Context: an optimization exercise on an open-source flow, tuned for small area, a short achievable clock period and few clock cycles per item. The choices shown serve that exercise and are no tape-out recipe.
Function was checked by simulation only, so behaviour that the tests miss may differ from the original.
Power and IR drop assume default switching activity.

Setup of v6:
==> flow/design.v <==
module queue_cmd_front #(
    parameter int PAYLOAD_SIZE = 24,
    parameter int ID_WIDTH     = 8,
    parameter int FIFO_SIZE    = 1024,
    parameter int PTR_WIDTH    = $clog2(FIFO_SIZE),
    parameter int QDATA_SIZE   = PAYLOAD_SIZE + ID_WIDTH
) (
    input  logic                    clk,
    input  logic                    reset,
    input  logic                    cmd_valid,
    output logic                    cmd_ready,
    input  logic [1:0]              cmd_op,
    input  logic [ID_WIDTH-1:0]     cmd_id,
    input  logic [PAYLOAD_SIZE-1:0] cmd_payload,
    output logic                    q_push_flag,
    output logic [QDATA_SIZE-1:0]   q_push_data,
    output logic                    q_pop_flag,
    input  logic [QDATA_SIZE-1:0]   q_pop_data,
    output logic                    q_remove_flag,
    output logic [PTR_WIDTH-1:0]    q_remove_index,
    input  logic                    q_full,
    input  logic                    q_empty,
    input  logic                    q_error_reg,
    input  logic                    q_error_rem,
    input  logic                    q_error_time,
    output logic                    rsp_valid,
    input  logic                    rsp_ready,
    output logic [2:0]              rsp_status,
    output logic [ID_WIDTH-1:0]     rsp_id,
    output logic [PAYLOAD_SIZE-1:0] rsp_payload
);
    localparam int DEPTH = 2 ** ID_WIDTH;
    localparam logic [1:0] OP_ADD    = 2'd0;
    localparam logic [1:0] OP_CANCEL = 2'd1;
    localparam logic [1:0] OP_POP    = 2'd2;
    localparam logic [2:0] ST_OK    = 3'd0;
    localparam logic [2:0] ST_DUP   = 3'd1;
    localparam logic [2:0] ST_NF    = 3'd2;
    localparam logic [2:0] ST_FULL  = 3'd3;
    localparam logic [2:0] ST_EMPTY = 3'd4;
    localparam logic [2:0] ST_QERR  = 3'd5;
    logic [DEPTH-1:0]        live;
    logic [PTR_WIDTH-1:0]    slot_mem [DEPTH];
    logic [PTR_WIDTH-1:0]    tail;
    logic                    d_add, d_can, d_pop, d_rsv;
    logic [ID_WIDTH-1:0]     d_id;
    logic [PAYLOAD_SIZE-1:0] d_pl;
    logic                    d_live;    
    logic                    d_pm;      
    logic [1:0][PTR_WIDTH-1:0] d_slot;  
    logic [PTR_WIDTH-1:0]    d_fval;    
    logic [2:0]              d_qs;      
    logic                    w_push, w_rem, w_pop;
    logic [ID_WIDTH-1:0]     w_id;
    logic [15:0]             w_lo, w_hi;    
    localparam int NBANK = 4;
    logic [PTR_WIDTH-1:0]    w_slot [NBANK];
    logic                    r_v;
    logic                    r_fresh;   
    logic [2:0]              r_st;
    logic [ID_WIDTH-1:0]     r_id;
    logic [PAYLOAD_SIZE-1:0] r_pl;
    logic q_err, d_v, amb, go, act, push, rem, pop, acc, w_en, w_val;
    logic [2:0] d_st, fin_st;
    logic f_live, f_pm, f_fsel;
    logic [PTR_WIDTH-1:0] f_fval;
    assign q_err  = q_error_reg | q_error_rem | q_error_time;
    assign d_v    = d_add | d_can | d_pop | d_rsv;
    assign amb    = d_live & d_pm & (d_add | d_can);
    assign go     = ~r_v | rsp_ready;
    assign act    = d_v & go & ~amb;
    assign push   = d_add & go & ~d_live & ~q_full;
    assign rem    = d_can & go & d_live & ~d_pm;
    assign pop    = d_pop & go & ~q_empty;
    assign cmd_ready = reset & (~d_v | (go & ~amb));
    assign acc       = cmd_valid & cmd_ready;
    assign q_push_flag    = push;
    assign q_pop_flag     = pop;
    assign q_remove_flag  = rem;
    assign q_push_data    = {d_pl, d_id};
    assign q_remove_index = ({PTR_WIDTH{d_qs[0]}} & d_slot[0]) |
                            ({PTR_WIDTH{d_qs[1]}} & d_slot[1]) |
                            ({PTR_WIDTH{d_qs[2]}} & d_fval);
    assign fin_st      = (r_fresh & q_err) ? ST_QERR : r_st;
    assign rsp_valid   = r_v;
    assign rsp_status  = fin_st;
    assign rsp_id      = r_id;
    assign rsp_payload = r_pl;
    always_comb begin
        d_st = ST_OK;
        if (d_add)      d_st = d_live ? ST_DUP : (q_full ? ST_FULL : ST_OK);
        else if (d_can) d_st = d_live ? ST_OK : ST_NF;
        else if (d_pop) d_st = q_empty ? ST_EMPTY : ST_OK;
        else            d_st = ST_NF;
    end
    assign w_en  = w_push | w_rem | (w_pop & ~q_err);
    assign w_val = w_push;
    logic live_rd;
    logic [1:0][PTR_WIDTH-1:0] slot_rd2;
    always_comb begin
        if ((d_add | d_can) && d_id == cmd_id)
            f_live = d_add & (d_live | ~q_full);
        else if ((w_push | w_rem | w_pop) && w_id == cmd_id)
            f_live = w_pop ? (live_rd & q_err) : w_push;
        else
            f_live = live_rd;
        f_pm = pop && q_pop_data[ID_WIDTH-1:0] == cmd_id;
        f_fsel = (push && d_id == cmd_id) || (w_push && w_id == cmd_id);
        f_fval = (push && d_id == cmd_id) ? tail : tail - 1'b1;
    end
    always_ff @(posedge clk or negedge reset) begin
        if (!reset) begin
            d_add   <= 1'b0;
            d_can   <= 1'b0;
            d_pop   <= 1'b0;
            d_rsv   <= 1'b0;
            w_push  <= 1'b0;
            w_rem   <= 1'b0;
            w_pop   <= 1'b0;
            r_v     <= 1'b0;
            r_fresh <= 1'b0;
            live    <= '0;
            tail    <= '0;
        end else begin
            if (acc) begin
                d_add <= cmd_op == OP_ADD;
                d_can <= cmd_op == OP_CANCEL;
                d_pop <= cmd_op == OP_POP;
                d_rsv <= cmd_op == 2'd3;
            end else if (act) begin
                d_add <= 1'b0;
                d_can <= 1'b0;
                d_pop <= 1'b0;
                d_rsv <= 1'b0;
            end
            w_push <= push;
            w_rem  <= rem;
            w_pop  <= pop;
            if (act) begin
                r_v     <= 1'b1;
                r_fresh <= push | rem | pop;
            end else begin
                if (rsp_ready) r_v <= 1'b0;
                r_fresh <= 1'b0;
            end
            live <= live_nx;
            if (push) tail <= tail + 1'b1;
        end
    end
    always_ff @(posedge clk) begin
        if (acc) begin
            d_id   <= cmd_id;
            d_pl   <= cmd_payload;
            d_slot <= slot_rd2;
            d_qs   <= {f_fsel, ~f_fsel & cmd_id[ID_WIDTH-1], ~f_fsel & ~cmd_id[ID_WIDTH-1]};
            d_fval <= f_fval;
            d_live <= f_live;
            d_pm   <= f_pm;
        end else if (!act) begin
            d_live <= d_live & ~(d_pm & ~q_err);
            d_pm   <= 1'b0;
        end
        w_id <= pop ? q_pop_data[ID_WIDTH-1:0] : d_id;
        w_lo <= 16'(1) << (pop ? q_pop_data[3:0] : d_id[3:0]);
        w_hi <= 16'(1) << (pop ? q_pop_data[7:4] : d_id[7:4]);
        for (int b = 0; b < NBANK; b++)
            if (push && d_id[ID_WIDTH-1 -: 2] == 2'(b)) w_slot[b] <= tail;
        if (act) begin
            r_st <= d_st;
            if (d_pop) begin
                r_id <= q_empty ? '0 : q_pop_data[ID_WIDTH-1:0];
                r_pl <= q_empty ? '0 : q_pop_data[QDATA_SIZE-1:ID_WIDTH];
            end else begin
                r_id <= d_id;
                r_pl <= '0;
            end
        end else begin
            r_st <= fin_st;
        end
    end
    for (genvar l = 0; l <= ID_WIDTH; l++) begin : g_rd
        logic [PTR_WIDTH:0] n [2 ** (ID_WIDTH - l)];
        for (genvar j = 0; j < 2 ** (ID_WIDTH - l); j++) begin : g_n
            if (l == 0) begin : g_leaf
                assign n[j] = {live[j], slot_mem[j]};
            end else begin : g_mux
                assign n[j] = cmd_id[l-1] ? g_rd[l-1].n[2*j+1] : g_rd[l-1].n[2*j];
            end
        end
    end
    assign live_rd     = g_rd[ID_WIDTH].n[0][PTR_WIDTH];
    assign slot_rd2[0] = g_rd[ID_WIDTH-1].n[0][PTR_WIDTH-1:0];
    assign slot_rd2[1] = g_rd[ID_WIDTH-1].n[1][PTR_WIDTH-1:0];
    logic [DEPTH-1:0] w_sel, live_nx;
    always_comb begin
        for (int i = 0; i < DEPTH; i++) begin
            w_sel[i]   = w_lo[i % 16] & w_hi[i / 16];
            live_nx[i] = (w_en & w_sel[i]) ? w_val : live[i];
        end
    end
    for (genvar i = 0; i < DEPTH; i++) begin : g_slot
        always_ff @(posedge clk) begin
            if (w_push & w_sel[i]) slot_mem[i] <= w_slot[i / (DEPTH / NBANK)];
        end
    end
endmodule
==> flow/config.mk <==
export PLATFORM = sky130hd
export DESIGN_NAME = queue_cmd_front
export DESIGN_NICKNAME = queue_cmd_front
export VERILOG_FILES = /design/flow/design.v
export SDC_FILE = /design/flow/constraint.sdc
export NUM_CORES = 4
export LEC_CHECK = 0
export CAP_MARGIN = 20
export CORE_MARGIN = 2
export CORE_UTILIZATION = 55
export CTS_BUF_LIST = sky130_fd_sc_hd__clkbuf_16
export CTS_CLUSTER_DIAMETER = 60
export CTS_CLUSTER_SIZE = 30
export SETUP_SLACK_MARGIN = 3.0
export SLEW_MARGIN = 20
==> flow/constraint.sdc <==
create_clock -name core_clock -period 6.5 [get_ports {clk}]
set_input_delay 1.3000 -clock core_clock [delete_from_list [all_inputs] [get_ports {clk}]]
set_output_delay 1.3000 -clock core_clock [all_outputs]
set_load 0.01 [all_outputs]
run.sh (not shown) runs the stock make flow with config.mk's settings and CLKGATE_MAP_FILE= SYNTH_SCRIPT=/design/flow/synth_recipe.tcl, a recipe that flattens the netlist after the stock synthesis.
Testbench counts of v6, summed over its fixed seeds: cycles 16,081, commands 16,000.
The inputs of v36 differ from those of v6 as listed below.
--- a/flow/design.v
+++ b/flow/design.v
@@ -47,10 +47,10 @@
     logic [PAYLOAD_SIZE-1:0] d_pl;
     logic                    d_live;    
     logic                    d_pm;      
     logic [1:0][PTR_WIDTH-1:0] d_slot;  
+    logic                    d_fsel;    
     logic [PTR_WIDTH-1:0]    d_fval;    
-    logic [2:0]              d_qs;      
     logic                    w_push, w_rem, w_pop;
     logic [ID_WIDTH-1:0]     w_id;
     logic [15:0]             w_lo, w_hi;    
     localparam int NBANK = 4;
@@ -77,11 +77,9 @@
     assign q_push_flag    = push;
     assign q_pop_flag     = pop;
     assign q_remove_flag  = rem;
     assign q_push_data    = {d_pl, d_id};
-    assign q_remove_index = ({PTR_WIDTH{d_qs[0]}} & d_slot[0]) |
-                            ({PTR_WIDTH{d_qs[1]}} & d_slot[1]) |
-                            ({PTR_WIDTH{d_qs[2]}} & d_fval);
+    assign q_remove_index = d_fsel ? d_fval : d_slot[d_id[ID_WIDTH-1]];
     assign fin_st      = (r_fresh & q_err) ? ST_QERR : r_st;
     assign rsp_valid   = r_v;
     assign rsp_status  = fin_st;
     assign rsp_id      = r_id;
@@ -151,9 +149,9 @@
         if (acc) begin
             d_id   <= cmd_id;
             d_pl   <= cmd_payload;
             d_slot <= slot_rd2;
-            d_qs   <= {f_fsel, ~f_fsel & cmd_id[ID_WIDTH-1], ~f_fsel & ~cmd_id[ID_WIDTH-1]};
+            d_fsel <= f_fsel;
             d_fval <= f_fval;
             d_live <= f_live;
             d_pm   <= f_pm;
         end else if (!act) begin
==> comparison <==
In v36, the clock period minus worst slack came out 50 ps below the value in v6.
[compare] base=v6 new=v36: cell area neither gained nor lost much, initial standard-cell utilization of the core neither gained nor lost much.
Run comparison: v36 highest signal layer in the routed design met4; v6 highest signal layer in the routed design met5
Of v36 and v6, the run reporting the higher global placement routability congestion was v36.
The number of non-clock buffers in the layout of v36 falls short of that of v6 by 32.
v36 and v6 ended up with nearly the same area growth from synthesis to layout.
Number of flops mapped to enable cells by yosys: v36 vs v6, no meaningful difference
The worst hold slack reported for v36 is greater than that of v6 by 57 ps.
d_qs[1]$_DFFE_PP_ as the launch point of the worst path was reported by v6, and cmd_id[4] by v36.
From v6 to v36 the numbers moved as follows: multi-input combinational gate total increased about 1.4%, cell internal power dissipation essentially unchanged, worst-case setup margin in the final layout increased 50 ps.
Fraction of power consumed by combinational cells (v36 over v6): decrease, 0.2 points
Testbench counts of v36, summed over its fixed seeds: cycles 16,081, commands 16,000.

[static timing again, ports no longer ideal]
The flow's constraints put no driver on any port. The routed layouts listed below were extracted and timed again, unchanged, in two steps.
Step 1 assumes that a clkbuf_16 drives the clock port and a buf_2 every other input.
Step 2 also shifts input and output timing later by t, the mid clock arrival at the registers, as if the neighbouring blocks saw the same clock.
a / b / c = ideal / step 1 / step 2; a / b = the first two.
run | t (ns) | slack for setup (ns) | hold slack, ns
v6 | 0.942 | 2.901 / 2.815 / 1.918 | 0.314 / 0.280 / 0.478
v36 | 0.948 | 2.951 / 2.805 / 1.857 | 0.371 / 0.334 / 0.469
After both steps setup and hold are still met in every run listed. For v36, which loses most, drivers alone change the setup slack by -0.146 ns; drivers and shift together by -1.094 ns.
